Background: an optimization exercise with open tools, aiming at small area, a short achievable clock period and few clock cycles. Do not read the settings as production practice. The RTL was checked by simulation tests, not by an equivalence proof against the original design.

$ cat flow/run.sh
#!/bin/bash
# synth_recipe.tcl (not shown) runs the flow's synth.tcl, then flattens the netlist and writes it again
# the make line also repeats each setting of config.mk as NAME=value (left out here)
make -C /OpenROAD-flow-scripts/flow DESIGN_CONFIG=/design/flow/config.mk WORK_HOME=/design/flow/orfs CLKGATE_MAP_FILE= SYNTH_SCRIPT=/design/flow/synth_recipe.tcl finish
$ cat flow/config.mk
export PLATFORM = sky130hd
export DESIGN_NAME = bounded_fifo_with_remove_by_value
export DESIGN_NICKNAME = bounded_fifo_with_remove_by_value
export VERILOG_FILES = /design/flow/design.v
export SDC_FILE = /design/flow/constraint.sdc
export NUM_CORES = 4
export LEC_CHECK = 0
export CAP_MARGIN = 20
export CORE_MARGIN = 2
export CORE_UTILIZATION = 40
export SLEW_MARGIN = 20
$ cat flow/constraint.sdc
create_clock -name core_clock -period 5.0 [get_ports {clk_i}]
set_input_delay 1.0000 -clock core_clock [delete_from_list [all_inputs] [get_ports {clk_i}]]
set_output_delay 1.0000 -clock core_clock [all_outputs]
set_load 0.01 [all_outputs]
$ cat flow/design.v
package bfrv_pkg;
  localparam int unsigned MODE_W   = 2;
  localparam int unsigned VALUE_W  = 32;
  localparam int unsigned STATUS_W = 2;
  localparam int unsigned OCC_W    = 5;
  localparam int unsigned LIMIT_W  = 5;
  localparam int unsigned DEPTH_DEF      = 16;
  localparam int unsigned DATA_WIDTH_DEF = 32;
  localparam logic [LIMIT_W-1:0] LIMIT_RESET = 5'd16;
  localparam logic [MODE_W-1:0] MODE_PUSH   = 2'd0;
  localparam logic [MODE_W-1:0] MODE_POP    = 2'd1;
  localparam logic [MODE_W-1:0] MODE_REMOVE = 2'd2;
  localparam logic [STATUS_W-1:0] ST_DONE      = 2'd0;
  localparam logic [STATUS_W-1:0] ST_FULL      = 2'd1;
  localparam logic [STATUS_W-1:0] ST_EMPTY     = 2'd2;
  localparam logic [STATUS_W-1:0] ST_NOT_FOUND = 2'd3;
  typedef struct packed {
    logic [MODE_W-1:0]  mode;
    logic [VALUE_W-1:0] value;
  } req_t;
  typedef struct packed {
    logic [STATUS_W-1:0] status;
    logic [VALUE_W-1:0]  popped_value;
    logic [OCC_W-1:0]    occupancy;
  } rsp_t;
  typedef struct packed {
    logic load;     
    logic shift;    
    logic cmp_en;   
  } cell_ctrl_t;
endpackage
import bfrv_pkg::*;
module bfrv_cell #(
  parameter int unsigned DATA_WIDTH = DATA_WIDTH_DEF
) (
  input  logic                  clk_i,
  input  bfrv_pkg::cell_ctrl_t  ctrl_i,
  input  logic [DATA_WIDTH-1:0] bus_data_i,
  input  logic [DATA_WIDTH-1:0] next_data_i,
  output logic [DATA_WIDTH-1:0] data_o,
  output logic                  match_o
);
  logic [DATA_WIDTH-1:0] data_q;
  logic                  match_q;
  always_ff @(posedge clk_i) begin
    if (ctrl_i.load) begin
      data_q <= bus_data_i;
    end else if (ctrl_i.shift) begin
      data_q <= next_data_i;
    end
  end
  always_ff @(posedge clk_i) begin
    if (ctrl_i.cmp_en) begin
      match_q <= (data_q == bus_data_i);
    end
  end
  assign data_o  = data_q;
  assign match_o = match_q;
endmodule
import bfrv_pkg::*;
module bfrv_seek #(
  parameter int unsigned DEPTH = DEPTH_DEF
) (
  input  logic [DEPTH-1:0] match_i,
  output logic [DEPTH-1:0] shift_o,
  output logic             found_o
);
  localparam int unsigned LV = $clog2(DEPTH);
  logic [DEPTH-1:0] pre [LV+1];
  always_comb begin
    pre[0] = match_i;
    for (int l = 0; l < LV; l++) begin
      for (int i = 0; i < DEPTH; i++) begin
        if (i >= (1 << l)) begin
          pre[l+1][i] = pre[l][i] | pre[l][i - (1 << l)];
        end else begin
          pre[l+1][i] = pre[l][i];
        end
      end
    end
  end
  assign shift_o = pre[LV];
  assign found_o = pre[LV][DEPTH-1];
endmodule
import bfrv_pkg::*;
module bounded_fifo_with_remove_by_value #(
  parameter int unsigned DEPTH      = DEPTH_DEF,
  parameter int unsigned DATA_WIDTH = DATA_WIDTH_DEF
) (
  input  logic               clk_i,
  input  logic               rst_ni,
  input  logic               cfg_we_i,
  input  logic [LIMIT_W-1:0] cfg_wdata_i,
  input  logic               in_valid_i,
  output logic               in_stall_o,
  input  logic [MODE_W+VALUE_W-1:0]          in_word_i,
  output logic               out_valid_o,
  input  logic               out_stall_i,
  output logic [STATUS_W+VALUE_W+OCC_W-1:0] out_word_o
);
  bfrv_pkg::req_t in_req;
  assign in_req = bfrv_pkg::req_t'(in_word_i);
  localparam int unsigned CNT_W = $clog2(DEPTH + 1);
  localparam int unsigned CMP_W = (CNT_W > LIMIT_W) ? CNT_W : LIMIT_W;
  typedef enum logic [1:0] {
    S_IDLE = 2'b01,
    S_SEEK = 2'b10
  } state_e;
  state_e             state_q, state_d;
  logic [CNT_W-1:0]   cnt_q, cnt_d;
  logic [LIMIT_W-1:0] limit_q;
  logic                  in_acc;
  logic                  room;
  logic                  is_push, is_pop, is_remove;
  logic                  seek;
  logic [DATA_WIDTH-1:0] bus_data;
  logic [DATA_WIDTH-1:0] cell_data [DEPTH];
  logic [DEPTH-1:0]      cell_match;
  logic [DEPTH-1:0]      match_vld;
  logic [DEPTH-1:0]      seek_shift;
  logic                  found;
  logic                res_wr;
  logic [STATUS_W-1:0] res_status;
  logic [VALUE_W-1:0]  res_value;
  bfrv_pkg::rsp_t      res;
  bfrv_pkg::rsp_t oq0_q, oq1_q;
  logic [1:0] oq_cnt_q, oq_cnt_d;
  logic       oq_pop;
  assign in_stall_o = (state_q != S_IDLE) | (oq_cnt_q == 2'd2);
  assign in_acc     = in_valid_i & ~in_stall_o;
  assign is_push    = (in_req.mode == MODE_PUSH);
  assign is_pop     = (in_req.mode == MODE_POP);
  assign is_remove  = (in_req.mode == MODE_REMOVE);
  assign seek       = (state_q == S_SEEK);
  assign bus_data   = DATA_WIDTH'(in_req.value);
  assign room       = (cnt_q < CNT_W'(DEPTH)) & (CMP_W'(cnt_q) < CMP_W'(limit_q));
  always_ff @(posedge clk_i or negedge rst_ni) begin
    if (!rst_ni) begin
      limit_q <= LIMIT_RESET;
    end else if (cfg_we_i) begin
      limit_q <= cfg_wdata_i;
    end
  end
  for (genvar i = 0; i < DEPTH; i++) begin : g_cell
    logic [DATA_WIDTH-1:0] nbr;
    bfrv_pkg::cell_ctrl_t  ctrl;
    if (i + 1 < DEPTH) begin : g_mid
      assign nbr = cell_data[i+1];
    end else begin : g_end
      assign nbr = cell_data[i];
    end
    assign ctrl.load   = in_acc & is_push & room & (cnt_q == CNT_W'(i));
    assign ctrl.shift  = (in_acc & is_pop & (cnt_q != '0))
                          | (seek & found & seek_shift[i]);
    assign ctrl.cmp_en = in_acc & is_remove;
    assign match_vld[i]   = cell_match[i] & (CNT_W'(i) < cnt_q);
    bfrv_cell #(
      .DATA_WIDTH (DATA_WIDTH)
    ) u_cell (
      .clk_i       (clk_i),
      .ctrl_i      (ctrl),
      .bus_data_i  (bus_data),
      .next_data_i (nbr),
      .data_o      (cell_data[i]),
      .match_o     (cell_match[i])
    );
  end
  bfrv_seek #(
    .DEPTH (DEPTH)
  ) u_seek (
    .match_i (match_vld),
    .shift_o (seek_shift),
    .found_o (found)
  );
  always_comb begin
    state_d          = state_q;
    cnt_d            = cnt_q;
    res_wr           = 1'b0;
    res_status       = ST_DONE;
    res_value = '0;
    unique case (state_q)
      S_IDLE: begin
        if (in_acc) begin
          res_wr = 1'b1;
          priority if (is_push) begin
            if (room) begin
              cnt_d = cnt_q + CNT_W'(1);
            end else begin
              res_status = ST_FULL;
            end
          end else if (is_pop) begin
            if (cnt_q != '0) begin
              cnt_d            = cnt_q - CNT_W'(1);
              res_value = VALUE_W'(cell_data[0]);
            end else begin
              res_status = ST_EMPTY;
            end
          end else if (is_remove) begin
            res_wr  = 1'b0;
            state_d = S_SEEK;
          end else begin
            res_status = ST_DONE;
          end
        end
      end
      S_SEEK: begin
        res_wr  = 1'b1;
        state_d = S_IDLE;
        if (found) begin
          cnt_d = cnt_q - CNT_W'(1);
        end else begin
          res_status = ST_NOT_FOUND;
        end
      end
      default: begin
        state_d = S_IDLE;
      end
    endcase
  end
  assign res = {res_status, res_value, OCC_W'(cnt_d)};
  always_ff @(posedge clk_i or negedge rst_ni) begin
    if (!rst_ni) begin
      state_q <= S_IDLE;
      cnt_q   <= '0;
    end else begin
      state_q <= state_d;
      cnt_q   <= cnt_d;
    end
  end
  assign out_valid_o = (oq_cnt_q != 2'd0);
  assign out_word_o  = oq0_q;
  assign oq_pop      = out_valid_o & ~out_stall_i;
  assign oq_cnt_d    = oq_cnt_q + {1'b0, res_wr} - {1'b0, oq_pop};
  always_ff @(posedge clk_i) begin
    if (oq_pop) begin
      oq0_q <= (res_wr && oq_cnt_q == 2'd1) ? res : oq1_q;
    end else if (res_wr && oq_cnt_q == 2'd0) begin
      oq0_q <= res;
    end
    if (res_wr && (oq_cnt_q - {1'b0, oq_pop}) == 2'd1) begin
      oq1_q <= res;
    end
  end
  always_ff @(posedge clk_i or negedge rst_ni) begin
    if (!rst_ni) begin
      oq_cnt_q <= 2'd0;
    end else begin
      oq_cnt_q <= oq_cnt_d;
    end
  end
endmodule
==> qor.yml <==
comb_power_share: 0.218
yosys_register_bits: 620
power_leakage_nw: 12.5
cp-end-kind: "flip-flop"
synth-edff-count: 606
grt_max_degree: 43
clock.fmax_mhz: 255
root_buffer: "clkbuf_16"
place_area_um2: 34400
synthCells: 2274
viasPerCell: 5.46
grt_pass1_wl_mm: 134
post-cts-setup-buffer-count: 0
r2r_setup_slack_ps: 1080
grt_antenna_before_repair: 5
hold_path_class: "reg2reg"
ys_seq_area_frac: 0.573
cts_tree: "built"
grt_overflow: 0
setup-violations-final: 0
crit_arrival_ps: 4170
fp.dieW_um: 288
initial_core_util: 0.403
hpwl_mm: 63.5
r2r-end: "g_cell[5].u_cell.data_q[7]$_DFFE_PP_"
internal-power_mw: 11.3
drv_slew: 0
cts_resized: 0
pin_count: 85
path_clk_slew_ps: 60
path_class: "reg2reg"
h-tree-depth: 3
async_flop_share: 0.0226
worstMarginPinSlew_ps: 1090
fin_nets: 2407
wl_per_cell_um: 26.0
min_delay_worst_endpoint: "oq0_q[37]$_DFFE_PP_"
peakVddDrop_uv: 283
fin_hold_ws_ps: 533
cts_num_sinks: 620
clk_latency_ps: 620
r2r.worst_path.cells: 10
core_um2: 80300
ys_warn_count: 5
portBuffers: 84
switching_share: 0.298
max_slew_margin: 0.272
dieArea_um2: 83200
p_seq_frac: 0.478
crit_fanout: 33
grt_pass1_vias: 19900
drive_gt1_frac: 0.285
grt_use_total: 0.218
final_area_um2: 36500
n_antenna_cell: 0
gp_congestion: 0.893
status: "complete, no violations"
period_minus_slack_ps: 3920
numCtsBuffers: 71
syn2layout_area_growth_pct: 12.9
path_buf_inv: 2
drt_iter0_markers: 1589
fin_crit_sh: 0.783
cpPeakStageDelay_ps: 730
p_clk_frac: 0.303
cap_violations: 0
r2r-start: "cnt_q[2]$_DFF_PN0_"
crit_chain: "ha_1, a21oi_1, o21ai_1, a2111oi_4, nand2_1, nor2_1, nand3_1, buf_4, o211ai_1, buf_4"
ys.flop_type: "edfxtp_1"
rows: 104
synth.distinct_cells: 63
clk_path_buf_depth: 3
num_vias: 18900
switchingPower_mw: 4.81
p_per_area_nw_per_um2: 442
routed_wl_mm: 89.8
hold_depth: 1
ant_nets: 0
p_total_mw: 16.1
syn_avg_cell_area_um2: 14.2
hold_violations: 0
rsz0062_at_grt: "no"
worst_path_most_repeated_cell: "buf_4"
syn-num-nets: 2331
fin_skew_ps: 31.7
syn_area_um2: 32400
hold_start: "oq1_q[37]$_DFFE_PP_"
cp_slowest_cell: "dfrtp_1"
critPathTopFamily: "compound AO/OA/AOI/OAI gates"
cts_hold_buf: 0
die_h_um: 288
worst_ep_required_time_ps: 5250
critPathLaunchType: "flip-flop"
finalSetupTns_ps: 0
drc: 0
drt-pass1-iter-count: 6
[synthesized netlist by cell type (3+ instances only)]
cell | number | area share
and4_1 | 3 | 0.00081
a21oi_1 | 14 | 0.0022
nand3_1 | 8 | 0.0012
and2_1 | 38 | 0.0073
nor2_1 | 45 | 0.0052
and3_1 | 5 | 0.00097
clkbuf_1 | 52 | 0.0060
o21a_1 | 3 | 0.00070
edfxtp_1 | 606 | 0.56
o211ai_1 | 5 | 0.0012
o21ai_0 | 22 | 0.0034
nand4_1 | 34 | 0.0066
mux2_1 | 68 | 0.024
dfrtp_1 | 12 | 0.0093
nand2b_1 | 10 | 0.0019
mux2_2 | 449 | 0.16
nor3_1 | 5 | 0.00077
xor2_1 | 512 | 0.14
buf_2 | 53 | 0.0082
a211o_1 | 3 | 0.00081
nor2b_1 | 4 | 0.00077
buf_1 | 63 | 0.0073
a31oi_1 | 8 | 0.0015
inv_1 | 19 | 0.0022
o22ai_1 | 4 | 0.00077
nor4_1 | 129 | 0.025
ha_1 | 13 | 0.0050
nand3b_1 | 4 | 0.00093
nand2_1 | 36 | 0.0042
[power by group through the flow]
| stage | Sequential, mW | Clock, mW | Combinational [mW] |
|---|---|---|---|
| after floorplan | 7.61 | 0 | 2.31 |
| after global placement | 7.83 | 0 | 3.46 |
| after detailed placement | 7.84 | 0 | 3.50 |
| after CTS | 7.74 | 4.98 | 3.54 |
| after global routing | 7.82 | 5.17 | 3.85 |
| final | 7.72 | 4.90 | 3.53 |
[stage by stage]
stage,instances,setup WS [ps],utilization
finish,3459,1080,0.455
global route,3459,924,0.455
CTS,3459,1190,0.455
detailed placement,3337,746,0.429
global placement,3337,711,0.429
floorplan,2274,346,-
[worst max path at each step]
| stage | to | cells past startpoint | slack, ps | start |
|---|---|---|---|---|
| 2_1_floorplan | g_cell[9].u_cell.data_q[0]$_DFFE_PP_ | 9 | 350 | cnt_q[1]$_DFF_PN0_ |
| 3_3_place_gp | g_cell[5].u_cell.data_q[16]$_DFFE_PP_ | 11 | 710 | in_word_i[32] |
| 3_5_place_dp | g_cell[5].u_cell.data_q[23]$_DFFE_PP_ | 11 | 750 | in_word_i[32] |
| 4_1_cts | g_cell[5].u_cell.data_q[28]$_DFFE_PP_ | 10 | 1190 | cnt_q[2]$_DFF_PN0_ |
| 5_1_grt | g_cell[5].u_cell.data_q[28]$_DFFE_PP_ | 10 | 920 | cnt_q[2]$_DFF_PN0_ |
| 6_report | g_cell[5].u_cell.data_q[7]$_DFFE_PP_ | 10 | 1080 | cnt_q[2]$_DFF_PN0_ |
[worst reg2reg max path, stage by stage (launching register included)]
cell and delay (ps):
dfrtp_1 730, ha_1 360, a21oi_1 140, o21ai_1 160, a2111oi_4 560, nand2_1 200
nor2_1 390, nand3_1 150, buf_4 290, o211ai_1 150, buf_4 400
[sequential cells by signal, summed over array words and instances (netlist names)]
signal                 cells
g_cell.u_cell.data_q     512
oq0_q                     39
oq1_q                     39
g_cell.u_cell.match_q     16
cnt_q                      5
limit_q                    5
oq_cnt_q                   2
state_q                    2
[per-layer routing]
metal  GRT usage  share of wire  vias to the layer above  wire, µm
li1            -              -                     8543         -
met1       0.275           0.41                     9606     37300
met2       0.380           0.50                      548     45200
met3      0.0324          0.046                      194      4140
met4      0.0780          0.036                        4      3240
met5           0        0.00026                        -        23
[final cells by class]
cell class | count | area, µm²
Fill cell | 7090 | 43700
Tap cell | 1060 | 1330
Timing Repair Buffer | 173 | 1360
Sequential cell | 620 | 18600
Clock buffer | 89 | 1870
Multi-Input combinational cell | 1465 | 13100
Clock inverter | 33 | 245
Inverter | 19 | 71.3
[kinds of logic after synthesis]
| group | synth area share |
|---|---|
| adder cells (fa/ha/maj) | 0.00503 |
| AND/OR/NAND/NOR | 0.0587 |
| AO/OA/AOI/OAI | 0.0199 |
| flip-flops | 0.573 |
| multiplexers | 0.180 |
| XOR/XNOR | 0.139 |
| buffers and inverters | 0.0244 |
[cell usage in the layout (no fill, tap or decap), types with 3 or more instances in the layout]
cell type          n
nand4_1           34
and4_1             3
o21ai_0           21
bufinv_16          3
and2_1            38
a31oi_1            8
nor2_2             5
nor2_1            39
inv_6              3
nor4_1           128
buf_2             32
clkbuf_1          17
nor3_1             5
edfxtp_1         606
and3_1             4
buf_4             88
nand2_1           36
dfrtp_1           12
o211ai_1           5
a21oi_1           14
inv_1             19
clkbuf_16         72
clkdlybuf4s50_1   52
nand2b_1          10
nand3_1            7
a211o_1            3
o22ai_1            4
xor2_1           512
clkinv_2           8
ha_1              13
mux2_2           449
mux2_1            68
clkinv_1          17
nor2b_1            4
nand3b_1           4
o21a_1             3
Testbench counts, summed over its fixed seeds: cycles 15,628.

[what the ideal ports hide]
No port has a modelled driver above. Below, the same layout with a new extraction and two added sets of constraints. Step 1 (the two cells are an assumption about what drives the block):
set clk [get_ports {clk_i}]
set_driving_cell -lib_cell sky130_fd_sc_hd__clkbuf_16 $clk
set_driving_cell -lib_cell sky130_fd_sc_hd__buf_2 [delete_from_list [all_inputs] $clk]
Step 2 moves the port delays by t, midway between the first and last clock arrival at a register: inputs arrive t later, outputs are due t later. That takes back most of the time a late clock gives input paths. Slacks: no drivers / after step 1 / after step 2; pairs: no drivers / after step 1.
t (ns): 0.671
setup WS [ns]: 1.085 / 1.085 / 0.590
clock arrival spread, ns: 0.035 / 0.035
worst slew at a driven data input, ns: 0.07
cell pins on the clock port's net: 1
After both steps setup and hold are still met in this run. The setup slack of this run moves by 0.000 ns with the drivers and by -0.495 ns with both steps.
